This design comes from an exercise in tuning for small area and a short achievable clock period on the open sky130 flow, not from production work.
The RTL was checked by simulation tests, not by an equivalence proof against the original design.
The flow treats the clock pin as an ideal source, which a real chip does not have.
Power figures rest on the tool's default switching activity, not on a simulated workload.

==> design.v <==
package drive_pkg;
    localparam int OP_W       = 2;
    localparam int ENV_ADDR_W = 6;    
    localparam int LEN_W      = 4;    
    localparam int PHASE_W    = 8;    
    localparam int INST_W     = 12;
    localparam int PC_W       = 5;    
    localparam int AMP_W      = 8;
    localparam int IQ_SUM_W   = 10;   
    localparam int MAX_BANK   = 4;
    localparam int ENC_W      = 11;
endpackage
`timescale 1ns/1ps
import drive_pkg::*;
module drive_inst_fetch #(
    parameter int NUM_BANK = 4
) (
    input  logic                                    clk,
    input  logic                                    rst_i,
    input  logic                                    update_pc_i,
    input  logic [NUM_BANK-1:0]                     bank_wr_sel_i,
    input  logic                                    inst_wr_en_i,
    input  logic [drive_pkg::PC_W-1:0]              inst_wr_addr_i,
    input  logic [drive_pkg::INST_W-1:0]            inst_wr_data_i,
    output logic [NUM_BANK-1:0]                     play_o,
    output logic [NUM_BANK-1:0]                     rz_o,
    output logic [NUM_BANK*10-1:0]                  arg_o
);
    localparam int LIST_DEPTH = 1 << PC_W;
    logic [PC_W-1:0]  pc_q;
    logic [ENC_W-1:0] wr_enc;
    logic             wr_play;
    always_ff @(posedge clk) begin
        if (rst_i) begin
            pc_q <= '0;
        end else if (update_pc_i) begin
            pc_q <= pc_q + 1'b1;  
        end
    end
    assign wr_play = (inst_wr_data_i[11:10] == 2'd1);
    assign wr_enc  = {wr_play,
                      wr_play ? inst_wr_data_i[9] : (inst_wr_data_i[11:10] == 2'd2),
                      inst_wr_data_i[8:0]};
    genvar b;
    generate
        for (b = 0; b < NUM_BANK; b++) begin : g_list
            logic [ENC_W-1:0] list_mem [LIST_DEPTH];
            logic [ENC_W-1:0] word;
            logic             play_q;
            logic             rz_q;
            logic [9:0]       arg_q;
            always_ff @(posedge clk) begin
                if (inst_wr_en_i && bank_wr_sel_i[b]) begin
                    list_mem[inst_wr_addr_i] <= wr_enc;
                end
            end
            assign word = list_mem[pc_q];
            always_ff @(posedge clk) begin
                if (rst_i || !update_pc_i) begin
                    play_q <= 1'b0;
                    rz_q   <= 1'b0;
                end else begin
                    play_q <= word[10];
                    rz_q   <= ~word[10] & word[9];
                end
                arg_q <= word[9:0];
            end
            assign play_o[b] = play_q;
            assign rz_o[b]   = rz_q;
            assign arg_o[b*10 +: 10] = arg_q;
        end
    endgenerate
endmodule
`timescale 1ns/1ps
import drive_pkg::*;
module drive_sequencer (
    input  logic                                clk,
    input  logic                                rst_i,
    input  logic                                play_i,
    input  logic                                rz_i,
    input  logic [9:0]                          arg_i,
    output logic                                busy_o,
    output logic                                busy_out_o,
    output logic [drive_pkg::ENV_ADDR_W-1:0]    ra_o,
    output logic [7:0]                          ra_lo_o,
    output logic [1:0]                          quadrant_o
);
    logic                   busy_q;
    logic                   busy_out_q;
    logic [LEN_W-1:0]       remain_q;
    logic [ENV_ADDR_W-1:0]  nx_q;
    logic [1:0]             quad_q;
    logic [PHASE_W-1:0]     phase_q;
    logic [ENV_ADDR_W-1:0]  ra;
    always_ff @(posedge clk) begin
        if (rst_i) begin
            phase_q <= '0;
        end else if (rz_i && !busy_q) begin
            phase_q <= phase_q + arg_i[PHASE_W-1:0];  
        end
    end
    always_ff @(posedge clk) begin
        if (rst_i) begin
            busy_q <= 1'b0;
        end else if (busy_q) begin
            busy_q <= (remain_q != '0);
        end else begin
            busy_q <= play_i;
        end
    end
    always_ff @(posedge clk) begin
        busy_out_q <= ~rst_i & (busy_q ? |remain_q : play_i);
    end
    always_ff @(posedge clk) begin
        if (busy_q) begin
            remain_q <= remain_q - 1'b1;
        end else begin
            remain_q <= arg_i[LEN_W-1:0];
            quad_q   <= phase_q[PHASE_W-1 -: 2];
        end
    end
    assign ra = busy_q ? nx_q : arg_i[LEN_W +: ENV_ADDR_W];
    always_ff @(posedge clk) begin
        nx_q <= ra + 1'b1;
    end
    genvar k;
    generate
        for (k = 1; k < 4; k++) begin : g_lo
            logic [1:0] nx_lo_q;
            logic [1:0] ra_lo;
            assign ra_lo = busy_q ? nx_lo_q : arg_i[LEN_W +: 2];
            always_ff @(posedge clk) begin
                nx_lo_q <= ra_lo + 1'b1;
            end
            assign ra_lo_o[2*k +: 2] = ra_lo;
        end
    endgenerate
    assign ra_lo_o[1:0] = ra[1:0];
    assign busy_o     = busy_q;
    assign busy_out_o = busy_out_q;
    assign ra_o       = ra;
    assign quadrant_o = quad_q;
endmodule
`timescale 1ns/1ps
import drive_pkg::*;
module drive_iq_modulator (
    input  logic                                clk,
    input  logic                                env_wr_en_i,
    input  logic [drive_pkg::ENV_ADDR_W-1:0]    env_wr_addr_i,
    input  logic [drive_pkg::AMP_W-1:0]         env_wr_data_i,
    input  logic [drive_pkg::ENV_ADDR_W-1:0]    ra_i,
    input  logic [7:0]                          ra_lo_i,
    output logic [drive_pkg::AMP_W-1:0]         sample_o
);
    localparam int ENV_DEPTH = 1 << ENV_ADDR_W;
    logic [AMP_W-1:0] env_mem [ENV_DEPTH];
    logic [AMP_W-1:0] rd;
    logic             fwd;
    always_ff @(posedge clk) begin
        if (env_wr_en_i) begin
            env_mem[env_wr_addr_i] <= env_wr_data_i;
        end
    end
    always_comb begin
        for (int j = 0; j < AMP_W; j++) begin
            rd[j] = env_mem[{ra_i[ENV_ADDR_W-1:2], ra_lo_i[2*(j/2) +: 2]}][j];
        end
    end
    assign fwd = env_wr_en_i & (env_wr_addr_i == ra_i);
    always_ff @(posedge clk) begin
        sample_o <= fwd ? env_wr_data_i : rd;
    end
endmodule
`timescale 1ns/1ps
import drive_pkg::*;
module drive_bank_sum #(
    parameter int NUM_BANK = 4
) (
    input  logic                                    clk,
    input  logic                                    rst_i,
    input  logic [NUM_BANK-1:0]                     busy_i,
    input  logic [NUM_BANK*2-1:0]                   quad_i,
    input  logic [NUM_BANK*drive_pkg::AMP_W-1:0]    sample_i,
    output logic                                    valid_o,
    output logic [drive_pkg::IQ_SUM_W-1:0]          i_o,
    output logic [drive_pkg::IQ_SUM_W-1:0]          q_o
);
    logic [4*AMP_W-1:0] i_ops;
    logic [4*AMP_W-1:0] q_ops;
    logic [AMP_W:0]     i_s, q_s;
    logic [AMP_W-1:0]   i_c, q_c;
    logic [AMP_W:0]     i_s_q, q_s_q;
    logic [AMP_W-1:0]   i_c_q, q_c_q;
    logic               valid_q;
    logic [IQ_SUM_W-1:0] i_sum, q_sum;
    task automatic csa4(input  logic [4*AMP_W-1:0] op,
                        output logic [AMP_W:0]     s,
                        output logic [AMP_W-1:0]   c);
        logic [AMP_W-1:0] a, b, x, d, s1, c1;
        logic [AMP_W:0]   y;
        a  = op[0*AMP_W +: AMP_W];
        b  = op[1*AMP_W +: AMP_W];
        x  = op[2*AMP_W +: AMP_W];
        d  = op[3*AMP_W +: AMP_W];
        s1 = a ^ b ^ x;
        c1 = (a & b) | (a & x) | (b & x);
        y  = {c1, 1'b0};
        s  = {1'b0, s1 ^ y[AMP_W-1:0] ^ d};
        s[AMP_W] = y[AMP_W];
        c  = (s1 & y[AMP_W-1:0]) | (s1 & d) | (y[AMP_W-1:0] & d);
    endtask
    always_comb begin
        logic [AMP_W-1:0] s;
        logic [AMP_W-1:0] r;
        logic             gi, gq;
        for (int b = 0; b < NUM_BANK; b++) begin
            s  = sample_i[b*AMP_W +: AMP_W];
            r  = quad_i[2*b+1] ? -s : s;  
            gi = busy_i[b] & ~quad_i[2*b];
            gq = busy_i[b] &  quad_i[2*b];
            i_ops[b*AMP_W +: AMP_W] = {~(gi & r[AMP_W-1]), r[AMP_W-2:0] & {(AMP_W-1){gi}}};
            q_ops[b*AMP_W +: AMP_W] = {~(gq & r[AMP_W-1]), r[AMP_W-2:0] & {(AMP_W-1){gq}}};
        end
        csa4(i_ops, i_s, i_c);
        csa4(q_ops, q_s, q_c);
    end
    always_ff @(posedge clk) begin
        if (rst_i) begin
            valid_q <= 1'b0;
        end else begin
            valid_q <= |busy_i;
        end
        i_s_q <= i_s;
        i_c_q <= i_c;
        q_s_q <= q_s;
        q_c_q <= q_c;
    end
    always_comb begin
        i_sum = IQ_SUM_W'(i_s_q) + IQ_SUM_W'({i_c_q, 1'b0});
        q_sum = IQ_SUM_W'(q_s_q) + IQ_SUM_W'({q_c_q, 1'b0});
        i_sum[IQ_SUM_W-1] = ~i_sum[IQ_SUM_W-1];
        q_sum[IQ_SUM_W-1] = ~q_sum[IQ_SUM_W-1];
    end
    always_ff @(posedge clk) begin
        if (rst_i || !valid_q) begin
            valid_o <= 1'b0;
            i_o     <= '0;
            q_o     <= '0;
        end else begin
            valid_o <= 1'b1;
            i_o     <= i_sum;
            q_o     <= q_sum;
        end
    end
endmodule
`timescale 1ns/1ps
import drive_pkg::*;
module drive_datapath #(
    parameter int NUM_BANK = 4
) (
    input  logic                                clk,
    input  logic                                rst_i,
    input  logic                                update_pc_i,
    input  logic [NUM_BANK-1:0]                 bank_wr_sel_i,
    input  logic                                inst_wr_en_i,
    input  logic [drive_pkg::PC_W-1:0]          inst_wr_addr_i,
    input  logic [drive_pkg::INST_W-1:0]        inst_wr_data_i,
    input  logic                                env_wr_en_i,
    input  logic [drive_pkg::ENV_ADDR_W-1:0]    env_wr_addr_i,
    input  logic [drive_pkg::AMP_W-1:0]         env_wr_data_i,
    output logic [NUM_BANK-1:0]                 bank_busy_o,
    output logic                                valid_o,
    output logic [drive_pkg::IQ_SUM_W-1:0]      i_o,
    output logic [drive_pkg::IQ_SUM_W-1:0]      q_o
);
    logic [NUM_BANK-1:0]        play;
    logic [NUM_BANK-1:0]        rz;
    logic [NUM_BANK*10-1:0]     arg;
    logic [NUM_BANK-1:0]        busy;
    logic [NUM_BANK*2-1:0]      quad;
    logic [NUM_BANK*AMP_W-1:0]  sample;
    drive_inst_fetch #(
        .NUM_BANK(NUM_BANK)
    ) u_fetch (
        .clk(clk),
        .rst_i(rst_i),
        .update_pc_i(update_pc_i),
        .bank_wr_sel_i(bank_wr_sel_i),
        .inst_wr_en_i(inst_wr_en_i),
        .inst_wr_addr_i(inst_wr_addr_i),
        .inst_wr_data_i(inst_wr_data_i),
        .play_o(play),
        .rz_o(rz),
        .arg_o(arg)
    );
    genvar b;
    generate
        for (b = 0; b < NUM_BANK; b++) begin : g_bank
            logic [ENV_ADDR_W-1:0]  ra;
            logic [7:0]             ra_lo;
            drive_sequencer u_seq (
                .clk(clk),
                .rst_i(rst_i),
                .play_i(play[b]),
                .rz_i(rz[b]),
                .arg_i(arg[b*10 +: 10]),
                .busy_o(busy[b]),
                .busy_out_o(bank_busy_o[b]),
                .ra_o(ra),
                .ra_lo_o(ra_lo),
                .quadrant_o(quad[2*b +: 2])
            );
            drive_iq_modulator u_mod (
                .clk(clk),
                .env_wr_en_i(env_wr_en_i & bank_wr_sel_i[b]),
                .env_wr_addr_i(env_wr_addr_i),
                .env_wr_data_i(env_wr_data_i),
                .ra_i(ra),
                .ra_lo_i(ra_lo),
                .sample_o(sample[b*AMP_W +: AMP_W])
            );
        end
    endgenerate
    drive_bank_sum #(
        .NUM_BANK(NUM_BANK)
    ) u_sum (
        .clk(clk),
        .rst_i(rst_i),
        .busy_i(busy),
        .quad_i(quad),
        .sample_i(sample),
        .valid_o(valid_o),
        .i_o(i_o),
        .q_o(q_o)
    );
endmodule
==> flow/run.sh <==
#!/bin/bash
# Standard ORFS layout with two changes:
#  - clock tree: larger sink clusters and no dummy loads
#  - after CTS, a second setup repair pass with a plain move sequence
# make's full output goes to flow_make.log; each ORFS step logs under orfs/logs.
set -euo pipefail
here=$(pwd)
bash standard.sh \
  CTS_ARGS="-sink_clustering_enable -repair_clock_nets -sink_clustering_size 30 -sink_clustering_max_diameter 80 -dont_use_dummy_load" \
  POST_CTS_TCL="$here/flow/post_cts.tcl" \
  finish > "$here/flow_make.log" 2>&1
==> flow/post_cts.tcl <==
# Second setup repair after CTS. The default pass stops early on paths the
# first moves of its sequence cannot improve; sizing and buffering alone
# fixes most of what it leaves.
estimate_parasitics -placement
repair_timing -setup -setup_margin $::env(SETUP_SLACK_MARGIN) -repair_tns 100 \
  -match_cell_footprint -sequence "sizeup,buffer,swap" -verbose
detailed_placement
check_placement -verbose
estimate_parasitics -placement
report_worst_slack
report_design_area
==> standard.sh <==
#!/bin/bash
# synth_recipe.tcl (not shown) runs the flow's synth.tcl, then flattens the netlist and writes it again
# the make line also repeats each setting of config.mk as NAME=value (left out here)
make -C /OpenROAD-flow-scripts/flow DESIGN_CONFIG=/design/flow/config.mk WORK_HOME=/design/flow/orfs CLKGATE_MAP_FILE= SYNTH_SCRIPT=/design/flow/synth_recipe.tcl "${@:-finish}"
==> config.mk <==
export PLATFORM = sky130hd
export DESIGN_NAME = drive_datapath
export DESIGN_NICKNAME = drive_datapath
export VERILOG_FILES = /design/flow/design.v
export SDC_FILE = /design/flow/constraint.sdc
export NUM_CORES = 4
export LEC_CHECK = 0
export CAP_MARGIN = 20
export CORE_MARGIN = 2
export CORE_UTILIZATION = 60
export PLACE_DENSITY = 0.72
export SETUP_SLACK_MARGIN = 4.2
export SLEW_MARGIN = 20
==> constraint.sdc <==
create_clock -name core_clock -period 7.0 [get_ports {clk}]
set_input_delay 1.4000 -clock core_clock [delete_from_list [all_inputs] [get_ports {clk}]]
set_output_delay 1.4000 -clock core_clock [all_outputs]
set_load 0.01 [all_outputs]
==> impl_results.md, run 1 <==
* Initial antenna violation count at 15
* Worst skew pair latency at 0.87 ns
* Reg2reg start: g_bank[1].u_seq.g_lo[2].nx_lo_q[1]
* Drt drc at 0
* Post-synth EDFFs at 3464
* Fmax at 340 MHz
* FF-to-FF path depth at 7
* Area of the mapped netlist at 0.145 sq mm
* Hold EP: u_sum.q_o[0]
* Total GRT Usage at 0.351
* First-pass GRT wire length at 604 mm
* Arrival time worst endpoint at 3.46 ns
* Die area at 0.245 sq mm
* Largest net degree at the start of global routing at 159
* Leak pwr at 0.0499 uW
* Final nets at 8820
* Unique cell type count in the Yosys netlist at 82
* Vias in the first global route at 80972
* WS Path Type: input pin to flip-flop
* Endpoints failing hold at 0
* Antenna Nets Post-Route at 0
* Crit share post-route at 0.420
* Max_cap viols at 0
* Seq cells post-synth at 3714
* Detailed-router iteration count before antenna repair at 7
* Die Span Y at 495 um
* Reg2reg end: g_bank[1].u_mod.sample_o[5]
* Clock sinks at 3714
* CP Data Required Time at 7.52 ns
* Core region area at 0.240 sq mm
* Final setup fails at 0
* Proportion of layout cells with a drive suffix above 1 at 0.236
* Status: timing/DRC/antenna clean
* Final worst setup slack at 4.06 ns
* Min-Delay Path Class: flip-flop to flip-flop
* Max_slew headroom at 0.180
* Slowest stage cell, crit path: and3b_2
* Final HPWL DP at 257 mm
* Count of input and output buffers at 64
* Setup TNS at 0 ns
* Via density at 7.21
* Fillcell total at 15127
* Total grt overflow at 0
* DR vias at 85539
* Gate Count Post-Synth at 8504
* Avg Cell Area, Syn at 17.0 sq um
* Pwr dens at 258 mW/mm^2
* Crit-path max FO at 8
* Final Routed Wirelength at 440 mm
* Worst slew pin tran at 1.22 ns
* Area Growth Syn to Fin at 12.1%
* Die X at 495 um
* Worst Setup Start Kind: input pin
* Rows at 180
* Initial drt markers at 14868
* RSZ-0062 raised after global routing: yes
* Routability Congestion at 0.996
* Fin. max-slew vios at 0
* Async SR Flop Fraction at 0
* Top_reg_cell synth: edfxtp_1
* Clock Skew at 0.0934 ns
* Top-level I/O count at 65
* Net Count, Synth at 8639
* Hold Path Stages at 1
* CP peak stage delay at 0.49 ns
* Crit end category: flip-flop
* Min Clock Period, post-route at 2.94 ns
* Routed len/inst at 37.1 um
* Clock slew at reported path FFs at 0.10 ns
* Starting Density at 0.603
* Max VDD drop at 0.000322 V
* R2R Setup Slk at 4.12 ns
* Worst path cell trace: clkdlybuf4s15_2 -> buf_4 -> and3b_2 -> nand2_2 -> nor2_4
* Yosys warns at 4
* CTS tree: yes
* Placement Setup Slack at 2.09 ns
* Sequential cell area fraction in the yosys report at 0.752
* Hold Startpoint: u_sum.q_s_q[0]
-- cells in the final DEF, fill, tap and decap left out, types with 21 or more instances in the layout --
| master | instances |
|---|---|
| mux2i_4 | 21 |
| ha_1 | 59 |
| a21oi_1 | 137 |
| buf_2 | 26 |
| xnor2_1 | 66 |
| nor3_2 | 82 |
| mux2_2 | 108 |
| inv_1 | 90 |
| nor2_2 | 48 |
| fa_1 | 36 |
| nand2_2 | 54 |
| o221ai_1 | 56 |
| clkbuf_16 | 162 |
| nor2_1 | 265 |
| a211oi_1 | 43 |
| o21ai_0 | 184 |
| nor2_4 | 346 |
| nand2_4 | 55 |
| o22ai_1 | 553 |
| nand2_1 | 351 |
| buf_12 | 145 |
| o211ai_1 | 22 |
| dfxtp_1 | 229 |
| o31ai_1 | 29 |
| mux2i_1 | 153 |
| nor2b_1 | 55 |
| nor3_1 | 326 |
| mux4_2 | 472 |
| buf_6 | 42 |
| buf_4 | 209 |
| nand2b_1 | 28 |
| nand3_1 | 102 |
| nor4_1 | 48 |
| edfxtp_1 | 3464 |
-- how the worst max path moves through the flow --
stage / startpoint / end / depth (start not counted)
finish: env_wr_addr_i[4] / g_bank[3].u_mod.env_mem[50][2] / 5
global route: inst_wr_addr_i[3] / u_fetch.g_list[2].list_mem[27][0] / 6
floorplan: inst_wr_data_i[10] / u_fetch.g_list[0].list_mem[0][9] / 3
detailed placement: env_wr_addr_i[3] / g_bank[3].u_mod.env_mem[30][0] / 5
global placement: env_wr_addr_i[3] / g_bank[3].u_mod.env_mem[30][0] / 5
-- cell type report --
type / instances / area (sq um) / share of cell area
flip-flops and latches: 3714 / 109000 / 0.671
multi-input cells: 4221 / 38700 / 0.238
repair buffers: 491 / 6400 / 0.0394
well taps: 3185 / 3990 / 0.0245
clock buffers: 155 / 3880 / 0.0239
inverters: 102 / 445 / 0.00274
diodes: 3 / 7.51 / 0.0000462
-- logic make-up after synthesis --
kind of cell / share of synthesized area
compound gates: 0.0595
fa+ha+maj: 0.0101
buf+inv: 0.0164
mux: 0.0947
xor+xnor: 0.00556
simple gates: 0.0613
flops: 0.752
-- metal layers --
metal / GRT usage / routed length, um
met1: 0.468 / 147000
met2: 0.533 / 200000
met3: 0.0982 / 62400
met4: 0.183 / 30300
met5: 0 / 92
-- power by group --
| group | switching (uW) | internal [uW] |
|---|---|---|
| logic | 4420 | 2260 |
| clock network | 6350 | 3990 |
| registers | 362 | 24600 |
-- cells in the mapped netlist (23+ instances only) --
library cell / n / area [sq um]
edfxtp_1: 3464 / 104000
nor2_1: 658 / 2470
o22ai_1: 565 / 3530
mux4_2: 472 / 10600
nand2_1: 461 / 1730
nor3_1: 411 / 2060
clkbuf_1: 264 / 991
dfxtp_1: 250 / 5000
o21ai_0: 200 / 1000
mux2i_1: 174 / 1740
a21oi_1: 139 / 696
mux2_2: 110 / 1240
nand3_1: 108 / 541
buf_1: 101 / 379
buf_2: 96 / 480
inv_1: 95 / 357
xnor2_1: 71 / 622
nor2b_1: 60 / 375
ha_1: 59 / 738
o221ai_1: 58 / 508
nor4_1: 56 / 350
a211oi_1: 46 / 345
fa_1: 36 / 721
o31ai_1: 34 / 255
nand2b_1: 32 / 200
o21a_1: 28 / 210
and2_1: 25 / 156
or3_1: 23 / 144
-- flip-flops by register name, indices dropped and copies added (netlist names), 9 cells and up, named ones only --
name / cells
g_bank.u_seq.nx_q: 24
u_sum.i_o: 10
g_bank.u_mod.env_mem: 2048
u_sum.i_s_q: 9
u_fetch.g_list.list_mem: 1408
u_sum.q_s_q: 9
g_bank.u_seq.remain_q: 16
g_bank.u_mod.sample_o: 32
g_bank.u_seq.phase_q: 32
g_bank.u_seq.g_lo.nx_lo_q: 24
u_sum.q_o: 10
u_fetch.g_list.arg_q: 40
-- stage by stage --
stage	total power [uW]	utilization	instance area, sq um	std cells	hold WS [ns]
3_3_place_gp	30800	0.623	150000	11426	0.419
6_report	41900	0.676	162000	11871	0.451
5_1_grt	42800	0.676	162000	11870	0.470
2_1_floorplan	28400	-	145000	8504	0.406
3_5_place_dp	30900	0.623	150000	11426	0.430
-- critical path: cells and delay by family --
family,cells,cell delay (ns)
and+or+nand+nor,3,1.35
buffers and inverters,2,0.69
==> inputs of run 2 (changes only) <==
--- a/design.v
+++ b/design.v
@@ -24,7 +24,8 @@
     input  logic [drive_pkg::INST_W-1:0]            inst_wr_data_i,
     output logic [NUM_BANK-1:0]                     play_o,
     output logic [NUM_BANK-1:0]                     rz_o,
-    output logic [NUM_BANK*10-1:0]                  arg_o
+    output logic [NUM_BANK*10-1:0]                  arg_o,
+    output logic [NUM_BANK*ENV_ADDR_W-1:0]          start_d_o
 );
     localparam int LIST_DEPTH = 1 << PC_W;
     logic [PC_W-1:0]  pc_q;
@@ -41,6 +42,14 @@
     assign wr_enc  = {wr_play,
                       wr_play ? inst_wr_data_i[9] : (inst_wr_data_i[11:10] == 2'd2),
                       inst_wr_data_i[8:0]};
+    logic [NUM_BANK-1:0] wr_en_q;
+    logic [PC_W-1:0]     wr_addr_q;
+    logic [ENC_W-1:0]    wr_enc_q;
+    always_ff @(posedge clk) begin
+        wr_en_q   <= {NUM_BANK{inst_wr_en_i}} & bank_wr_sel_i;
+        wr_addr_q <= inst_wr_addr_i;
+        wr_enc_q  <= wr_enc;
+    end
     genvar b;
     generate
         for (b = 0; b < NUM_BANK; b++) begin : g_list
@@ -50,11 +59,11 @@
             logic             rz_q;
             logic [9:0]       arg_q;
             always_ff @(posedge clk) begin
-                if (inst_wr_en_i && bank_wr_sel_i[b]) begin
-                    list_mem[inst_wr_addr_i] <= wr_enc;
+                if (wr_en_q[b]) begin
+                    list_mem[wr_addr_q] <= wr_enc_q;
                 end
             end
-            assign word = list_mem[pc_q];
+            assign word = (wr_en_q[b] && wr_addr_q == pc_q) ? wr_enc_q : list_mem[pc_q];
             always_ff @(posedge clk) begin
                 if (rst_i || !update_pc_i) begin
                     play_q <= 1'b0;
@@ -68,6 +77,7 @@
             assign play_o[b] = play_q;
             assign rz_o[b]   = rz_q;
             assign arg_o[b*10 +: 10] = arg_q;
+            assign start_d_o[b*ENV_ADDR_W +: ENV_ADDR_W] = word[LEN_W +: ENV_ADDR_W];
         end
     endgenerate
 endmodule
@@ -79,19 +89,24 @@
     input  logic                                play_i,
     input  logic                                rz_i,
     input  logic [9:0]                          arg_i,
+    input  logic [drive_pkg::ENV_ADDR_W-1:0]    start_d_i,
     output logic                                busy_o,
+    output logic                                busy_lane_o,
     output logic                                busy_out_o,
     output logic [drive_pkg::ENV_ADDR_W-1:0]    ra_o,
     output logic [7:0]                          ra_lo_o,
     output logic [1:0]                          quadrant_o
 );
     logic                   busy_q;
+    logic                   busy_d;
     logic                   busy_out_q;
+    logic                   busy_lane_q;
+    logic                   busy_ra_q;
+    logic                   busy_ra_d;
     logic [LEN_W-1:0]       remain_q;
-    logic [ENV_ADDR_W-1:0]  nx_q;
     logic [1:0]             quad_q;
     logic [PHASE_W-1:0]     phase_q;
-    logic [ENV_ADDR_W-1:0]  ra;
+    logic [ENV_ADDR_W-1:0]  ra_q;
     always_ff @(posedge clk) begin
         if (rst_i) begin
             phase_q <= '0;
@@ -99,17 +114,23 @@
             phase_q <= phase_q + arg_i[PHASE_W-1:0];  
         end
     end
+    assign busy_d = ~rst_i & (busy_q ? (remain_q != '0) : play_i);
+    always_ff @(posedge clk) begin
+        busy_q <= busy_d;
+    end
+    always_ff @(posedge clk) begin
+        busy_out_q <= ~rst_i & (busy_q ? |remain_q : play_i);
+    end
     always_ff @(posedge clk) begin
         if (rst_i) begin
-            busy_q <= 1'b0;
-        end else if (busy_q) begin
-            busy_q <= (remain_q != '0);
+            busy_lane_q <= 1'b0;
         end else begin
-            busy_q <= play_i;
+            busy_lane_q <= busy_lane_q ? (remain_q != '0) : play_i;
         end
     end
+    assign busy_ra_d = ~rst_i & (busy_ra_q ? |remain_q : play_i);
     always_ff @(posedge clk) begin
-        busy_out_q <= ~rst_i & (busy_q ? |remain_q : play_i);
+        busy_ra_q <= busy_ra_d;
     end
     always_ff @(posedge clk) begin
         if (busy_q) begin
@@ -119,27 +140,25 @@
             quad_q   <= phase_q[PHASE_W-1 -: 2];
         end
     end
-    assign ra = busy_q ? nx_q : arg_i[LEN_W +: ENV_ADDR_W];
     always_ff @(posedge clk) begin
-        nx_q <= ra + 1'b1;
+        ra_q <= busy_ra_d ? ra_q + 1'b1 : start_d_i;
     end
     genvar k;
     generate
         for (k = 1; k < 4; k++) begin : g_lo
-            logic [1:0] nx_lo_q;
-            logic [1:0] ra_lo;
-            assign ra_lo = busy_q ? nx_lo_q : arg_i[LEN_W +: 2];
+            logic [1:0] ra_lo_q;
             always_ff @(posedge clk) begin
-                nx_lo_q <= ra_lo + 1'b1;
+                ra_lo_q <= busy_ra_d ? ra_lo_q + 1'b1 : start_d_i[1:0];
             end
-            assign ra_lo_o[2*k +: 2] = ra_lo;
+            assign ra_lo_o[2*k +: 2] = ra_lo_q;
         end
     endgenerate
-    assign ra_lo_o[1:0] = ra[1:0];
-    assign busy_o     = busy_q;
-    assign busy_out_o = busy_out_q;
-    assign ra_o       = ra;
-    assign quadrant_o = quad_q;
+    assign ra_lo_o[1:0] = ra_q[1:0];
+    assign busy_o      = busy_q;
+    assign busy_lane_o = busy_lane_q;
+    assign busy_out_o  = busy_out_q;
+    assign ra_o        = ra_q;
+    assign quadrant_o  = quad_q;
 endmodule
 `timescale 1ns/1ps
 import drive_pkg::*;
@@ -148,6 +167,9 @@
     input  logic                                env_wr_en_i,
     input  logic [drive_pkg::ENV_ADDR_W-1:0]    env_wr_addr_i,
     input  logic [drive_pkg::AMP_W-1:0]         env_wr_data_i,
+    input  logic                                pend_en_i,
+    input  logic [drive_pkg::ENV_ADDR_W-1:0]    pend_addr_i,
+    input  logic [drive_pkg::AMP_W-1:0]         pend_data_i,
     input  logic [drive_pkg::ENV_ADDR_W-1:0]    ra_i,
     input  logic [7:0]                          ra_lo_i,
     output logic [drive_pkg::AMP_W-1:0]         sample_o
@@ -155,10 +177,11 @@
     localparam int ENV_DEPTH = 1 << ENV_ADDR_W;
     logic [AMP_W-1:0] env_mem [ENV_DEPTH];
     logic [AMP_W-1:0] rd;
-    logic             fwd;
+    logic             fwd_live;
+    logic             fwd_pend;
     always_ff @(posedge clk) begin
-        if (env_wr_en_i) begin
-            env_mem[env_wr_addr_i] <= env_wr_data_i;
+        if (pend_en_i) begin
+            env_mem[pend_addr_i] <= pend_data_i;
         end
     end
     always_comb begin
@@ -166,9 +189,10 @@
             rd[j] = env_mem[{ra_i[ENV_ADDR_W-1:2], ra_lo_i[2*(j/2) +: 2]}][j];
         end
     end
-    assign fwd = env_wr_en_i & (env_wr_addr_i == ra_i);
+    assign fwd_live = env_wr_en_i & (env_wr_addr_i == ra_i);
+    assign fwd_pend = pend_en_i & (pend_addr_i == ra_i);
     always_ff @(posedge clk) begin
-        sample_o <= fwd ? env_wr_data_i : rd;
+        sample_o <= fwd_live ? env_wr_data_i : (fwd_pend ? pend_data_i : rd);
     end
 endmodule
 `timescale 1ns/1ps
@@ -277,8 +301,18 @@
     logic [NUM_BANK-1:0]        rz;
     logic [NUM_BANK*10-1:0]     arg;
     logic [NUM_BANK-1:0]        busy;
+    logic [NUM_BANK-1:0]        busy_lane;
     logic [NUM_BANK*2-1:0]      quad;
     logic [NUM_BANK*AMP_W-1:0]  sample;
+    logic [NUM_BANK*ENV_ADDR_W-1:0] start_d;
+    logic [NUM_BANK-1:0]        env_pend_en_q;
+    logic [ENV_ADDR_W-1:0]      env_pend_addr_q;
+    logic [AMP_W-1:0]           env_pend_data_q;
+    always_ff @(posedge clk) begin
+        env_pend_en_q   <= {NUM_BANK{env_wr_en_i}} & bank_wr_sel_i;
+        env_pend_addr_q <= env_wr_addr_i;
+        env_pend_data_q <= env_wr_data_i;
+    end
     drive_inst_fetch #(
         .NUM_BANK(NUM_BANK)
     ) u_fetch (
@@ -291,7 +325,8 @@
         .inst_wr_data_i(inst_wr_data_i),
         .play_o(play),
         .rz_o(rz),
-        .arg_o(arg)
+        .arg_o(arg),
+        .start_d_o(start_d)
     );
     genvar b;
     generate
@@ -304,7 +339,9 @@
                 .play_i(play[b]),
                 .rz_i(rz[b]),
                 .arg_i(arg[b*10 +: 10]),
+                .start_d_i(start_d[b*ENV_ADDR_W +: ENV_ADDR_W]),
                 .busy_o(busy[b]),
+                .busy_lane_o(busy_lane[b]),
                 .busy_out_o(bank_busy_o[b]),
                 .ra_o(ra),
                 .ra_lo_o(ra_lo),
@@ -315,6 +352,9 @@
                 .env_wr_en_i(env_wr_en_i & bank_wr_sel_i[b]),
                 .env_wr_addr_i(env_wr_addr_i),
                 .env_wr_data_i(env_wr_data_i),
+                .pend_en_i(env_pend_en_q[b]),
+                .pend_addr_i(env_pend_addr_q),
+                .pend_data_i(env_pend_data_q),
                 .ra_i(ra),
                 .ra_lo_i(ra_lo),
                 .sample_o(sample[b*AMP_W +: AMP_W])
@@ -326,7 +366,7 @@
     ) u_sum (
         .clk(clk),
         .rst_i(rst_i),
-        .busy_i(busy),
+        .busy_i(busy_lane),
         .quad_i(quad),
         .sample_i(sample),
         .valid_o(valid_o),
==> impl_results.md, run 2 <==
* CTS tree: yes
* Crit path capture: g_bank[2].u_mod.env_mem[55][4]
* Reg2reg start: env_pend_addr_q[5]
* Final Core Density at 0.645 (-0.0307)
* Final nets at 7877 (-11%)
* Top-level I/O count at 65 (unchanged)
* Fin. max-slew vios at 0 (unchanged)
* Via density at 6.87 (-4.6%)
* M3 GR Usage at 0.0585 (-0.0397)
* Async SR Flop Fraction at 0 (unchanged)
* Most frequent cells in the layout: edfxtp_1, mux4_2, mux2i_1
* Pwr dens at 259 mW/mm^2 (+0.26%)
* Count of input and output buffers at 64 (unchanged)
* Min Clock Period, post-route at 3.04 ns (+0.100 ns)
* Arrival time worst endpoint at 3.54 ns (+0.08 ns)
* Yosys top cell area share at 0.702 (-0.0161)
* Crit path from: env_pend_addr_q[5]
* Clock Skew at 0.0678 ns (-0.0256 ns)
* Endpoints failing hold at 0 (unchanged)
* R2R Setup Slk at 3.96 ns (-0.16 ns)
* Max VDD drop at 0.000299 V (-7.2%)
* Crit-path max FO at 13 (+5)
* Proportion of layout cells with a drive suffix above 1 at 0.194 (-0.0414)
* Synth top cells by count: edfxtp_1, mux4_2, mux2i_1
* Yosys warns at 5 (+1)
* Design area at 0.159 sq mm (-2.4%)
* Placed cell area at 0.153 sq mm (+2.2%)
* Die Span Y at 501 um (+1.1%)
* Worst slew pin tran at 1.20 ns (-0.0216 ns)
* Leak pwr at 0.0496 uW (-0.64%)
* Clock sinks at 3748 (+0.92%)
* Seq cells post-synth at 3748 (+0.92%)
* Area of the mapped netlist at 0.148 sq mm (+2.3%)
* Worst Setup Start Kind: flip-flop
* Net Count, Synth at 7817 (-9.5%)
* Starting Density at 0.603 (about the same)
* GR peak layer: met2
* Total GRT Usage at 0.306 (-0.0451)
* Reg2reg end: g_bank[2].u_mod.env_mem[55][4]
* Max_cap viols at 0 (unchanged)
* Routed len/inst at 35.0 um (-5.6%)
* Sequential cell area fraction in the yosys report at 0.740 (-0.0123)
* Final worst setup slack at 3.96 ns (-0.100 ns)
* Antenna Nets Post-Route at 0 (unchanged)
* Crit end category: flip-flop
* Total grt overflow at 0 (unchanged)
* Most common cell after layout, fill and taps aside: edfxtp_1
* Clock slew at reported path FFs at 0.11 ns (about the same)
* Placement Setup Slack at 2.78 ns (+0.696 ns)
* Initial antenna violation count at 51 (+36)
* Avg Cell Area, Syn at 19.3 sq um (+13%)
* Vias in the first global route at 73097 (-9.7%)
* Largest Register: g_bank.u_mod.env_mem
* Initial drt markers at 11265 (-24%)
* Status: timing/DRC/antenna clean
* Synth area leader: edfxtp_1
* Gate Count Post-Synth at 7682 (-9.7%)
* Top_reg_cell synth: edfxtp_1
* Drt drc at 0 (unchanged)
* Setup TNS at 0 ns (unchanged)
* Detailed-router iteration count before antenna repair at 8 (+1)
* Min-Delay Path Class: flip-flop to flip-flop
* CP Data Required Time at 7.50 ns (-0.02 ns)
* DP Cell Count at 10745 (-6.0%)
* Final HPWL DP at 242 mm (-6.1%)
* Routability Congestion at 0.939 (-5.8%)
* RSZ-0062 raised after global routing: yes
* Final setup fails at 0 (unchanged)
* FF-to-FF path depth at 5 (-2)
* WS Path Type: flip-flop to flip-flop
* DR vias at 75854 (-11%)
* Fmax at 329 MHz (-3.3%)
* Largest register FFs at 2048 (unchanged)
* Die X at 501 um (+1.1%)
* Worst skew pair latency at 0.86 ns (about the same)
* Die area at 0.251 sq mm (+2.3%)
* Max_slew headroom at 0.200 (+0.0199)
* Final Routed Wirelength at 386 mm (-12%)
* Synth top area cells: edfxtp_1, mux4_2, dfxtp_1, mux2i_1, and2_1
* Crit share post-route at 0.434 (+0.0143)
* Largest net degree at the start of global routing at 261 (+64%)
* Met2 Use GR at 0.473 (-0.0596)
* Unique cell type count in the Yosys netlist at 68 (-17%)
* Count leader, synth: edfxtp_1
* Area Growth Syn to Fin at 6.97%
* Finished Layout Cells at 11036 (-7.0%)
* First-pass GRT wire length at 542 mm (-10%)
* Post-synth EDFFs at 3464 (unchanged)
* Met1 layer usage reported by global route at 0.435 (-0.0333)
* Rows at 182 (+1.1%)
* Core region area at 0.246 sq mm (+2.2%)
==> run 2: cell count changes after synthesis, sizes merged, moves of 215 or more <==
| cell | delta |
|---|---|
| o22ai | -512 |
| nor2 | -351 |
| nand2 | -269 |
| nor3 | -332 |
| mux2i | +215 |
| and2 | +335 |
| mux4 | +330 |
==> run 2: final cells by class <==
| cell class | instances | area (sq um) |
|---|---|---|
| flip-flops and latches | 3748 | 110000 |
| fillers | 16349 | 87100 |
| multi-input cells | 3427 | 36900 |
| well taps | 3220 | 4030 |
| clock buffers | 154 | 3850 |
| repair buffers | 320 | 3310 |
| inverters | 91 | 342 |
| diodes | 76 | 190 |
==> run 2: metal layers <==
layer,vias up,wire length [um]
met4,30,17000
met2,4450,183000
met1,39770,147000
met5,-,203
met3,737,39200
li1,30867,-
==> run 2: report_power, final <==
group	switching, uW	leakage [uW]	internal (uW)
Clock	6350	0.00190	3970
Sequential	611	0.0333	24800
Combinational	3210	0.0144	2140
==> run 2: per-stage QoR <==
step	hold slack (ns)	total power [uW]
after floorplan	0.406	29000
after global placement	0.409	30800
after detailed placement	0.421	30900
after global routing	0.463	42000
final	0.450	41100
==> run 2: logic make-up (layout without fill, tap and decap cells) <==
group / Yosys count / count (layout) / share of synthesized area
AO/OA/AOI/OAI: 583 / 583 / 0.0263
multiplexers: 1224 / 1224 / 0.151
XOR/XNOR: 130 / 130 / 0.00768
AND/OR/NAND/NOR: 1395 / 1395 / 0.0492
buffers and inverters: 507 / 565 / 0.0156
adder cells (fa/ha/maj): 95 / 95 / 0.00984
other: 0 / 76 / 0
flip-flops: 3748 / 3748 / 0.740
==> run 2: critical path: stages (launching register included) <==
cell and delay (ns):
dfxtp_1 0.33, buf_4 0.26, nand3b_1 0.41, nor2_1 0.89
buf_4 0.33, and2_1 0.44
==> run 2: how the worst min path moves through the flow <==
stage                                       startpoint                                 end  slack (ns)  cells after the start
finish              g_bank[1].u_seq.g_lo[3].ra_lo_q[0]  g_bank[1].u_seq.g_lo[3].ra_lo_q[0]        0.45                      1
global route        g_bank[1].u_seq.g_lo[3].ra_lo_q[0]  g_bank[1].u_seq.g_lo[3].ra_lo_q[0]        0.46                      1
detailed placement  g_bank[1].u_seq.g_lo[3].ra_lo_q[0]  g_bank[1].u_seq.g_lo[3].ra_lo_q[0]        0.42                      1
global placement    g_bank[1].u_seq.g_lo[2].ra_lo_q[0]  g_bank[1].u_seq.g_lo[2].ra_lo_q[0]        0.41                      1
floorplan                               u_sum.i_s_q[0]                        u_sum.i_o[0]        0.41                      1
==> inputs of run 3 (changes only) <==
--- a/design.v
+++ b/design.v
@@ -306,11 +306,15 @@
     logic [NUM_BANK*AMP_W-1:0]  sample;
     logic [NUM_BANK*ENV_ADDR_W-1:0] start_d;
     logic [NUM_BANK-1:0]        env_pend_en_q;
-    logic [ENV_ADDR_W-1:0]      env_pend_addr_q;
+    logic [ENV_ADDR_W-1:0]      env_pend_addr_q [NUM_BANK];
     logic [AMP_W-1:0]           env_pend_data_q;
     always_ff @(posedge clk) begin
         env_pend_en_q   <= {NUM_BANK{env_wr_en_i}} & bank_wr_sel_i;
-        env_pend_addr_q <= env_wr_addr_i;
+        for (int k = 0; k < NUM_BANK; k++) begin
+            if (env_wr_en_i && bank_wr_sel_i[k]) begin
+                env_pend_addr_q[k] <= env_wr_addr_i;
+            end
+        end
         env_pend_data_q <= env_wr_data_i;
     end
     drive_inst_fetch #(
@@ -353,7 +357,7 @@
                 .env_wr_addr_i(env_wr_addr_i),
                 .env_wr_data_i(env_wr_data_i),
                 .pend_en_i(env_pend_en_q[b]),
-                .pend_addr_i(env_pend_addr_q),
+                .pend_addr_i(env_pend_addr_q[b]),
                 .pend_data_i(env_pend_data_q),
                 .ra_i(ra),
                 .ra_lo_i(ra_lo),
==> impl_results.md, run 3 <==
* DR vias at 75565 (-0.38%)
* FF-to-FF path depth at 3 (-2)
* Final Routed Wirelength at 364 mm (-5.7%)
* Sequential cell area fraction in the yosys report at 0.744 (+0.00385)
* Endpoints failing hold at 0 (unchanged)
* Most common cell after layout, fill and taps aside: edfxtp_1
* Crit end category: flip-flop
* Gate Count Post-Synth at 7735 (+0.69%)
* Count of input and output buffers at 64 (unchanged)
* Die area at 0.251 sq mm (about the same)
* Final Core Density at 0.643 (-0.00220)
* Net Count, Synth at 7870 (+0.68%)
* Arrival time worst endpoint at 3.35 ns (-0.19 ns)
* Worst Setup Start Kind: flip-flop
* Routability Congestion at 0.906 (-3.5%)
* Hold Startpoint: u_sum.i_s_q[0]
* Met3 wire length at 37.0 mm (-5.6%)
* Reg2reg end: g_bank[0].u_mod.env_mem[35][2]
* Post-synthesis compound-gate area fraction at 0.0261 (-0.000235)
* Most frequent cells in the layout: edfxtp_1, mux4_2, nor2_1
* Post-synthesis mux area share at 0.150 (-0.000792)
* Area of the mapped netlist at 0.148 sq mm (about the same)
* Placed cell area at 0.153 sq mm (about the same)
* CP peak stage delay at 0.91 ns (+0.02 ns)
* Synth area leader: edfxtp_1
* Max_slew headroom at 0.147 (-0.0527)
* Vias in the first global route at 74283 (+1.6%)
* Async SR Flop Fraction at 0 (unchanged)
* First-pass GRT wire length at 521 mm (-3.8%)
* Proportion of layout cells with a drive suffix above 1 at 0.187 (-0.00776)
* Hold EP: u_sum.i_o[0]
* Top-level I/O count at 65 (unchanged)
* Fillcell total at 16340 (-0.055%)
* Met2 WL post-DR at 174 mm (-5.1%)
* Worst path cell trace: nor2b_1 -> nand3_1 -> nor2_1
* Reg area at 0.110 sq mm (+0.51%)
* Min-Delay Path Class: flip-flop to flip-flop
* CTS tree: yes
* Crit share post-route at 0.411 (-0.0232)
* CP Data Required Time at 7.47 ns (-0.03 ns)
* Antenna Nets Post-Route at 0 (unchanged)
* WS Path Type: flip-flop to flip-flop
* Slowest stage cell, crit path: nor2_1
* Synth top cells by count: edfxtp_1, mux4_2, nor2_1
* Routed len/inst at 33.2 um (-5.2%)
* Leak pwr at 0.0490 uW (-1.2%)
* Largest Register: g_bank.u_mod.env_mem
* Synth top area cells: edfxtp_1, mux4_2, dfxtp_1, mux2i_1, nor2_1
* Worst hold slack at 0.448 ns (-0.00235 ns)
* Total grt overflow at 0 (unchanged)
* Area Growth Syn to Fin at 6.67%
* Unique cell type count in the Yosys netlist at 68 (unchanged)
* R2R Setup Slk at 4.12 ns (+0.16 ns)
* Yosys top cell area share at 0.706 (+0.00467)
* Design area at 0.158 sq mm (-0.25%)
* Min Clock Period, post-route at 2.88 ns (-0.163 ns)
* Starting Density at 0.603 (about the same)
* Uppermost layer routed: met5
* Simple-gate share of the synthesized area at 0.0467 (-0.00247)
* Hold Path Stages at 1 (unchanged)
* Total GRT Usage at 0.289 (-0.0166)
* Drt drc at 0 (unchanged)
* Reg2reg start: env_pend_addr_q[0][2]
* Crit-path max FO at 8 (-5)
* Max_cap viols at 0 (unchanged)
* Area of the multi-input gates at 0.0366 sq mm (-0.97%)
* Synth Area in XOR/XNOR at 0.00768 (about the same)
* Worst slew pin tran at 1.28 ns (+0.0750 ns)
* Final nets at 7888 (+0.14%)
* Largest delay contributor family on the critical path: simple AND/OR/NAND/NOR gates
* Top_reg_cell synth: edfxtp_1
* Detailed-router iteration count before antenna repair at 8 (unchanged)
* Rows at 182 (unchanged)
* Initial antenna violation count at 12 (-76%)
* Count leader, synth: edfxtp_1
* Post-synth EDFFs at 3488 (+0.69%)
* Pwr dens at 260 mW/mm^2 (+0.50%)
* Yosys warns at 7 (+2)
* Overall Power at 41200 uW (+0.25%)
* Synth Area in Adders at 0.00984 (about the same)
* Clock Skew at 0.121 ns (+0.0536 ns)
* Avg Cell Area, Syn at 19.2 sq um (-0.66%)
* Max VDD drop at 0.000228 V (-24%)
* Via density at 6.88 (+0.11%)
* Die Span Y at 501 um (about the same)
* Seq cells post-synth at 3766 (+0.48%)
* Fmax at 348 MHz (+5.6%)
* Setup TNS at 0 ns (unchanged)
* Clock sinks at 3766 (+0.48%)
* Core region area at 0.246 sq mm (about the same)
* Largest net degree at the start of global routing at 172 (-34%)
* Metal1 wirelength at 140 mm (-4.3%)
* Final HPWL DP at 222 mm (-8.1%)
* Clock slew at reported path FFs at 0.10 ns (about the same)
* Initial drt markers at 10462 (-7.1%)
* Largest family of logic cells by synthesized area: multiplexers
* Die X at 501 um (about the same)
* Fin. max-slew vios at 0 (unchanged)
* Status: timing/DRC/antenna clean
* Worst path bufs/invs at 0 (-2)
* RSZ-0062 raised after global routing: yes
* Worst skew pair latency at 0.88 ns (+0.02 ns)
* Largest register FFs at 2048 (unchanged)
* Final setup fails at 0 (unchanged)
## run 3: cell types whose count changed in the layout (fill, tap and decap cells not counted), sizes merged, moves of 10 or more
cell    delta
a22oi     -29
and2     -286
buf       -42
diode     -65
edfxtp    +24
mux2i     -25
nand2     +46
nand3     +48
nand4     -12
nor2     +217
nor3      +32
o21ai     +25
o22ai     -10
## run 3: metrics by stage
| stage | std cells | setup WS [ns] |
|---|---|---|
| floorplan | 7735 | 3.92 |
| global placement | 10749 | 2.44 |
| detailed placement | 10752 | 2.36 |
| global route | 10973 | 4.12 |
| finish | 10982 | 4.12 |
## run 3: final cells by class
cell class	count	share of cell area
antenna	11	0.000174
timing repair buffer	277	0.0181
clock buffer	154	0.0244
inverter	93	0.00221
tap	3220	0.0255
sequential	3766	0.699
multi-input combinational	3461	0.231
## run 3: how the worst max path moves through the flow
stage | start | cells past startpoint | slack [ns] | endpoint
after floorplan | env_wr_addr_i[0] | 7 | 3.92 | g_bank[1].u_mod.sample_o[0]
after global placement | env_wr_addr_i[2] | 7 | 2.44 | g_bank[0].u_mod.sample_o[7]
after detailed placement | env_wr_addr_i[2] | 7 | 2.36 | g_bank[0].u_mod.sample_o[6]
after global routing | env_pend_addr_q[3][2] | 3 | 4.12 | g_bank[3].u_mod.env_mem[3][4]
final | env_pend_addr_q[0][2] | 3 | 4.12 | g_bank[0].u_mod.env_mem[35][2]
## run 3: report_power, final
part | switching (uW) | total, uW | internal [uW] | leakage [uW]
Combinational | 3240 | 5360 | 2120 | 0.0136
Clock | 6290 | 10300 | 3970 | 0.00190
Sequential | 618 | 25500 | 24900 | 0.0335
## run 3: cells by family after synthesis
family | Yosys count
and+or+nand+nor | 1445
muxes | 1204
xor gates and xnor gates | 130
buffers and inverters | 508
DFF | 3766
adders and majority gates | 95
AOI/OAI and AO/OA | 587
## run 3: metal layers
layer	up-vias	track usage
li1	30958	-
met1	39545	0.417
met2	4385	0.455
met3	671	0.0517
met4	6	0.0958
met5	-	0
## run 3: worst reg2reg max path, cell delays in order (launching register included)
cell and delay (ns):
edfxtp_1 0.57, nor2b_1 0.31, nand3_1 0.70, nor2_1 0.92
==> inputs of run 4 (changes only) <==
--- a/config.mk
+++ b/config.mk
@@ -10,4 +10,4 @@
 export CORE_UTILIZATION = 60
 export PLACE_DENSITY = 0.72
 export SETUP_SLACK_MARGIN = 4.2
-export SLEW_MARGIN = 20
+export SLEW_MARGIN = 40
==> impl_results.md, run 4 <==
* Total GRT Usage at 0.289 (-0.000594)
* Avg Cell Area, Syn at 19.2 sq um (unchanged)
* Flop pwr share at 0.618 (-0.003)
* Die Span Y at 501 um (unchanged)
* Hold Startpoint: u_sum.q_s_q[0]
* Largest Register: g_bank.u_mod.env_mem
* Final HPWL DP at 223 mm (+0.73%)
* Routability Congestion at 0.906 (unchanged)
* Post-synthesis mux area share at 0.150 (unchanged)
* Net Count, Synth at 7870 (unchanged)
* Synth top area cells: edfxtp_1, mux4_2, dfxtp_1, mux2i_1, nor2_1
* Core region area at 0.246 sq mm (unchanged)
* Comb pwr share at 0.131 (about the same)
* Max VDD drop at 0.000269 V (+18%)
* Initial antenna violation count at 13 (+1)
* Final setup fails at 0 (unchanged)
* Internal power at 31100 uW (+0.32%)
* Unique cell type count in the Yosys netlist at 68 (unchanged)
* Via density at 6.84 (-0.55%)
* Clock slew at reported path FFs at 0.11 ns (about the same)
* Most common cell after layout, fill and taps aside: edfxtp_1
* CP peak stage delay at 0.88 ns (-0.03 ns)
* Leak pwr at 0.0492 uW (+0.33%)
* Drt drc at 0 (unchanged)
* Overall Power at 41300 uW (+0.39%)
* Sequential cell area fraction in the yosys report at 0.744 (unchanged)
* Worst path cell trace: nor2b_1 -> nand3_1 -> nor2_1
* Simple-gate share of the synthesized area at 0.0467 (unchanged)
* Top_reg_cell synth: edfxtp_1
* Synth Area in Adders at 0.00984 (unchanged)
* Clock share of power at 0.251 (+0.002)
* Synth area leader: edfxtp_1
* Most frequent cells in the layout: edfxtp_1, mux4_2, nor2_1
* Pwr dens at 261 mW/mm^2 (+0.13%)
* Final nets at 7887 (-0.013%)
* Fmax at 342 MHz (-1.5%)
* Arrival time worst endpoint at 3.39 ns (+0.04 ns)
* Status: timing/DRC/antenna clean
* Placed cell area at 0.153 sq mm (+0.33%)
* Total grt overflow at 0 (unchanged)
* Final Routed Wirelength at 363 mm (-0.41%)
* Area of the multi-input gates at 0.0368 sq mm (+0.68%)
* Worst skew pair latency at 0.87 ns (about the same)
* CTS tree: yes
* Endpoints failing hold at 0 (unchanged)
* Top-level I/O count at 65 (unchanged)
* Clock Skew at 0.0750 ns (-0.0465 ns)
* Largest net degree at the start of global routing at 172 (unchanged)
* Min-Delay Path Class: flip-flop to flip-flop
* Count of input and output buffers at 64 (unchanged)
* Crit-path max FO at 8 (unchanged)
* Slowest stage cell, crit path: nor2_1
* Clock sinks at 3766 (unchanged)
* Die area at 0.251 sq mm (unchanged)
* Final worst setup slack at 4.08 ns (-0.0429 ns)
* Routed len/inst at 33.0 um (-0.38%)
* Setup TNS at 0 ns (unchanged)
* DR vias at 75132 (-0.57%)
* Min Clock Period, post-route at 2.92 ns (+0.0429 ns)
* Synth top cells by count: edfxtp_1, mux4_2, nor2_1
* Max_cap viols at 0 (unchanged)
* Initial drt markers at 10261 (-1.9%)
* Fillcell total at 16222 (-0.72%)
* Largest register FFs at 2048 (unchanged)
* Worst Setup Start Kind: flip-flop
* Seq cells post-synth at 3766 (unchanged)
* Area Growth Syn to Fin at 6.96%
* Proportion of layout cells with a drive suffix above 1 at 0.199 (+0.0127)
* Antenna Nets Post-Route at 0 (unchanged)
* Reg2reg start: env_pend_addr_q[0][2]
* Worst slew pin tran at 0.972 ns (-0.303 ns)
* Placement Setup Slack at 2.51 ns (+0.152 ns)
* Yosys top cell area share at 0.706 (unchanged)
* Async SR Flop Fraction at 0 (unchanged)
* Max_slew headroom at 0.350 (+0.203)
* Area of the mapped netlist at 0.148 sq mm (unchanged)
* Post-synthesis compound-gate area fraction at 0.0261 (unchanged)
* WS Path Type: flip-flop to flip-flop
* Post-synth EDFFs at 3488 (unchanged)
* Design area at 0.159 sq mm (+0.26%)
* Yosys warns at 7 (unchanged)
* Crit share post-route at 0.417 (+0.00613)
* Crit end category: flip-flop
* Sw frac at 0.247 (+0.000527)
* Vias in the first global route at 74244 (-0.053%)
* Sw power at 10200 uW (+0.60%)
* Crit path from: env_pend_addr_q[0][2]
* Rows at 182 (unchanged)
* Fin. max-slew vios at 0 (unchanged)
* Count leader, synth: edfxtp_1
* CP Data Required Time at 7.47 ns (about the same)
* Die X at 501 um (unchanged)
* RSZ-0062 raised after global routing: yes
* Largest family of logic cells by synthesized area: multiplexers
* Gate Count Post-Synth at 7735 (unchanged)
* Reg area at 0.110 sq mm (about the same)
* Synth Area in XOR/XNOR at 0.00768 (unchanged)
* Detailed-router iteration count before antenna repair at 6 (-2)
* First-pass GRT wire length at 522 mm (about the same)
* Starting Density at 0.603 (unchanged)
-- run 4: cell counts after synthesis --
No cell type changed its count.
-- run 4: power groups by stage --
stage / clock network [uW] / registers (uW) / logic [uW]
global route: 11200 / 25600 / 5670
finish: 10400 / 25500 / 5410
detailed placement: 0 / 26000 / 5140
floorplan: 0 / 25700 / 3410
global placement: 0 / 26000 / 5020
-- run 4: critical path: cells and delay by family (launching register included) --
kind,cells,cell delay [ns]
simple gates,3,1.92
flops,1,0.59
-- run 4: layout make-up --
cell class                 instances  area share
multi-input combinational       3461       0.232
clock buffer                     157      0.0248
tap                             3220      0.0254
sequential                      3766       0.697
inverter                          93     0.00222
antenna                            9    0.000142
timing repair buffer             273      0.0186
-- run 4: final timing paths --
kind                                                       end  slack, ns  cells past startpoint
worst max-delay path            g_bank[0].u_mod.env_mem[27][0]       4.08                      3
worst min-delay path                              u_sum.q_o[0]       0.42                      1
worst max register to register  g_bank[0].u_mod.env_mem[27][0]       4.08                      3
worst min register to register                    u_sum.q_o[0]       0.42                      1
-- run 4: kinds of logic (layout without fill, tap and decap cells) --
logic type      Yosys count  count (layout)
compound gates          587             587
xor+xnor                130             130
fa+ha+maj                95              95
buf+inv                 508             523
flops                  3766            3766
mux                    1204            1204
other cells               0               9
simple gates           1445            1445
-- run 4: per-layer routing --
layer / part of all wire / track usage / vias up
li1: - / - / 30947
met1: 0.38 / 0.415 / 39338
met2: 0.48 / 0.456 / 4218
met3: 0.10 / 0.0534 / 617
met4: 0.033 / 0.0897 / 12
met5: 0.00037 / 0.00270 / -
-- run 4: stage by stage --
stage / instances / hold slack [ns] / util
2_1_floorplan: 7735 / 0.406 / -
3_3_place_gp: 10749 / 0.426 / 0.621
3_5_place_dp: 10768 / 0.436 / 0.623
5_1_grt: 10972 / 0.438 / 0.645
6_report: 10979 / 0.423 / 0.645
==> inputs of run 5 (changes only) <==
--- a/design.v
+++ b/design.v
@@ -43,11 +43,15 @@
                       wr_play ? inst_wr_data_i[9] : (inst_wr_data_i[11:10] == 2'd2),
                       inst_wr_data_i[8:0]};
     logic [NUM_BANK-1:0] wr_en_q;
-    logic [PC_W-1:0]     wr_addr_q;
+    logic [PC_W-1:0]     wr_addr_q [NUM_BANK];
     logic [ENC_W-1:0]    wr_enc_q;
     always_ff @(posedge clk) begin
         wr_en_q   <= {NUM_BANK{inst_wr_en_i}} & bank_wr_sel_i;
-        wr_addr_q <= inst_wr_addr_i;
+        for (int k = 0; k < NUM_BANK; k++) begin
+            if (inst_wr_en_i && bank_wr_sel_i[k]) begin
+                wr_addr_q[k] <= inst_wr_addr_i;
+            end
+        end
         wr_enc_q  <= wr_enc;
     end
     genvar b;
@@ -60,10 +64,10 @@
             logic [9:0]       arg_q;
             always_ff @(posedge clk) begin
                 if (wr_en_q[b]) begin
-                    list_mem[wr_addr_q] <= wr_enc_q;
+                    list_mem[wr_addr_q[b]] <= wr_enc_q;
                 end
             end
-            assign word = (wr_en_q[b] && wr_addr_q == pc_q) ? wr_enc_q : list_mem[pc_q];
+            assign word = (wr_en_q[b] && wr_addr_q[b] == pc_q) ? wr_enc_q : list_mem[pc_q];
             always_ff @(posedge clk) begin
                 if (rst_i || !update_pc_i) begin
                     play_q <= 1'b0;
--- a/flow/run.sh
+++ b/flow/run.sh
@@ -6,6 +6,6 @@
 set -euo pipefail
 here=$(pwd)
 bash standard.sh \
-  CTS_ARGS="-sink_clustering_enable -repair_clock_nets -sink_clustering_size 30 -sink_clustering_max_diameter 80 -dont_use_dummy_load" \
+  CTS_ARGS="-sink_clustering_enable -repair_clock_nets -sink_clustering_size 25 -sink_clustering_max_diameter 70 -dont_use_dummy_load" \
   POST_CTS_TCL="$here/flow/post_cts.tcl" \
   finish > "$here/flow_make.log" 2>&1
==> impl_results.md, run 5 <==
* Post-synth EDFFs at 3508 (+0.57%)
* Avg Cell Area, Syn at 19.3 sq um (+0.57%)
* Clock slew at reported path FFs at 0.09 ns (-0.02 ns)
* Final setup fails at 0 (unchanged)
* Net Count, Synth at 7829 (-0.52%)
* R2R Setup Slk at 4.17 ns (+0.09 ns)
* First-pass GRT wire length at 513 mm (-1.7%)
* Max_cap viols at 0 (unchanged)
* Detailed-router iteration count before antenna repair at 7 (+1)
* Yosys top cell area share at 0.710 (+0.00376)
* Setup TNS at 0 ns (unchanged)
* Vias in the first global route at 73067 (-1.6%)
* Top-level I/O count at 65 (unchanged)
* Unique cell type count in the Yosys netlist at 65 (-4.4%)
* Largest register FFs at 2048 (unchanged)
* Core region area at 0.246 sq mm (unchanged)
* Area of the mapped netlist at 0.148 sq mm (about the same)
* Count of input and output buffers at 64 (unchanged)
* DP Cell Count at 10736 (-0.30%)
* Arrival time worst endpoint at 3.33 ns (-0.06 ns)
* Die X at 501 um (about the same)
* Finished Layout Cells at 10962 (-0.15%)
* CTS tree: yes
* Crit path capture: g_bank[2].u_mod.env_mem[35][4]
* Total GRT Usage at 0.284 (-0.00505)
* Worst Setup Start Kind: flip-flop
* Routed len/inst at 32.5 um (-1.7%)
* Crit path from: env_pend_addr_q[2][2]
* Synth top area cells: edfxtp_1, mux4_2, dfxtp_1, mux2i_1, nor2_1
* Starting Density at 0.603 (about the same)
* DR vias at 74811 (-0.43%)
* Yosys warns at 8 (+1)
* Status: timing/DRC/antenna clean
* Final Routed Wirelength at 356 mm (-1.8%)
* WS Path Type: flip-flop to flip-flop
* Gate Count Post-Synth at 7694 (-0.53%)
* Leak pwr at 0.0488 uW (-0.69%)
* Die Span Y at 501 um (about the same)
* Seq cells post-synth at 3781 (+0.40%)
* Area Growth Syn to Fin at 7.08%
* Final HPWL DP at 222 mm (-0.56%)
* Final worst setup slack at 4.17 ns (+0.0854 ns)
* Largest net degree at the start of global routing at 188 (+9.3%)
* Via density at 6.82 (-0.27%)
* Crit share post-route at 0.405 (-0.0122)
* Proportion of layout cells with a drive suffix above 1 at 0.205 (+0.00602)
* Antenna Nets Post-Route at 0 (unchanged)
* Worst skew pair latency at 0.89 ns (+0.02 ns)
* Drt drc at 0 (unchanged)
* RSZ-0062 raised after global routing: yes
* Overall Power at 42000 uW (+1.6%)
* Count leader, synth: edfxtp_1
* Die area at 0.251 sq mm (about the same)
* Max VDD drop at 0.000293 V (+9.2%)
* Max_slew headroom at 0.359 (+0.00939)
* Reg2reg start: env_pend_addr_q[2][2]
* Total grt overflow at 0 (unchanged)
* Min Clock Period, post-route at 2.83 ns (-0.0854 ns)
* Top_reg_cell synth: edfxtp_1
* Synth top cells by count: edfxtp_1, mux4_2, nor2_1
* Endpoints failing hold at 0 (unchanged)
* Most frequent cells in the layout: edfxtp_1, mux4_2, nor2_1
* Fillcell total at 16121 (-0.62%)
* Rows at 182 (unchanged)
* Routability Congestion at 0.889 (-1.9%)
* Worst hold slack at 0.461 ns (+0.0373 ns)
* CP Data Required Time at 7.49 ns (+0.02 ns)
* Sequential cell area fraction in the yosys report at 0.747 (+0.00307)
* Synth area leader: edfxtp_1
* Crit end category: flip-flop
* Final nets at 7874 (-0.16%)
* Placement Setup Slack at 2.73 ns (+0.213 ns)
* Worst slew pin tran at 0.958 ns (-0.0141 ns)
* Fin. max-slew vios at 0 (unchanged)
* Largest Register: g_bank.u_mod.env_mem
* Fmax at 353 MHz (+3.0%)
* Initial drt markers at 10035 (-2.2%)
* Clock Skew at 0.0846 ns (+0.00964 ns)
* Clock sinks at 3781 (+0.40%)
* Crit-path max FO at 8 (unchanged)
* Pwr dens at 264 mW/mm^2 (+1.5%)
* Min-Delay Path Class: flip-flop to flip-flop
* Initial antenna violation count at 12 (-1)
* Most common cell after layout, fill and taps aside: edfxtp_1
* FF-to-FF path depth at 3 (unchanged)
* Reg2reg end: g_bank[2].u_mod.env_mem[35][4]
* Async SR Flop Fraction at 0 (unchanged)
-- run 5: cell count changes after synthesis, moves of 33 or more --
cell      before  now
a22oi_1       76  145
nor3_1       111   46
mux2i_1      372  310
and2_1        75   15
clkbuf_1     221  181
buf_2         93  131
nand3_1      202  169
-- run 5: worst min-delay path by stage --
stage / start / to / slack (ns) / cells past startpoint
after floorplan: u_sum.i_s_q[0] / u_sum.i_o[0] / 0.41 / 1
after global placement: g_bank[3].u_seq.g_lo[3].ra_lo_q[0] / g_bank[3].u_seq.g_lo[3].ra_lo_q[0] / 0.42 / 1
final: g_bank[1].u_seq.g_lo[3].ra_lo_q[0] / g_bank[1].u_seq.g_lo[3].ra_lo_q[0] / 0.46 / 1
after detailed placement: g_bank[3].u_seq.g_lo[3].ra_lo_q[0] / g_bank[3].u_seq.g_lo[3].ra_lo_q[0] / 0.44 / 1
after global routing: g_bank[3].u_seq.phase_q[7] / g_bank[3].u_seq.quad_q[1] / 0.46 / 0
-- run 5: logic make-up (layout without fill, tap and decap cells) --
group                    after synthesis  after routing  share of synthesized area
flip-flops                          3781           3781                      0.747
AND/OR/NAND/NOR                     1362           1362                     0.0429
multiplexers                        1148           1148                      0.146
AO/OA/AOI/OAI                        671            671                     0.0303
buffers and inverters                491            534                     0.0154
XOR/XNOR                             146            146                    0.00862
adder cells (fa/ha/maj)               95             95                    0.00984
other                                  0              5                          0
-- run 5: area by class of cell --
class | count | area, sq um | share of cell area
flip-flops and latches | 3781 | 111000 | 0.699
repair buffers | 267 | 2920 | 0.0184
well taps | 3220 | 4030 | 0.0254
diodes | 5 | 12.5 | 0.0000788
inverters | 86 | 323 | 0.00203
multi-input cells | 3422 | 36000 | 0.227
clock buffers | 181 | 4530 | 0.0285
-- run 5: per-layer routing --
metal,global-route usage,part of all wire
met1,0.413,0.39
met2,0.444,0.48
met3,0.0475,0.098
met4,0.0937,0.036
met5,0.00212,0.00022
-- run 5: through the flow --
step           instance area [sq um]  utilization
2_1_floorplan                 148000            -
3_3_place_gp                  153000        0.620
3_5_place_dp                  153000        0.622
5_1_grt                       159000        0.646
6_report                      159000        0.646
-- run 5: worst max-delay path: stages, from the launching register on --
cell      delay, ns
edfxtp_1       0.52
nor2b_1        0.27
nand3_1        0.71
nor2_1         0.96
-- run 5: power breakdown --
| group | leakage [uW] | internal (uW) | switching [uW] | total [uW] |
|---|---|---|---|---|
| Sequential | 0.0336 | 25000 | 637 | 25700 |
| Clock | 0.00223 | 4610 | 6470 | 11100 |
| Combinational | 0.0130 | 2120 | 3110 | 5230 |
| Total | 0.0488 | 31800 | 10200 | 42000 |

[separate check: timing with driven ports]
No port has a modelled driver above. Below, the same layouts with a new extraction and two added sets of constraints. Step 1 sets driving cells, clkbuf_16 on the clock port and buf_2 on the other inputs (assumed; they add their load-dependent delay and slew). Step 2 times the ports against the registers' clock, not the clock port: input delays grow and output delays shrink by t, the midpoint of the rising clock arrivals with the driver on. a / b / c = ideal / step 1 / step 2; a / b = the first two.
| run | shift t [ns] | slack for setup (ns) | worst setup path at the end | cell pins on the clock port's net |
|---|---|---|---|---|
| run 1 | 0.925 | 4.060 / 4.092 / 3.167 | input to register | 1 |
| run 2 | 0.914 | 3.960 / 3.960 / 3.384 | input to register | 1 |
| run 3 | 0.909 | 4.123 / 4.123 / 3.377 | input to register | 1 |
| run 4 | 0.925 | 4.080 / 4.080 / 3.314 | input to register | 1 |
| run 5 | 0.942 | 4.165 / 4.087 / 3.355 | input to register | 1 |
After both steps every run listed still meets setup and hold. For run 1, which loses most, drivers alone change the setup slack by +0.032 ns; drivers and shift together by -0.893 ns.
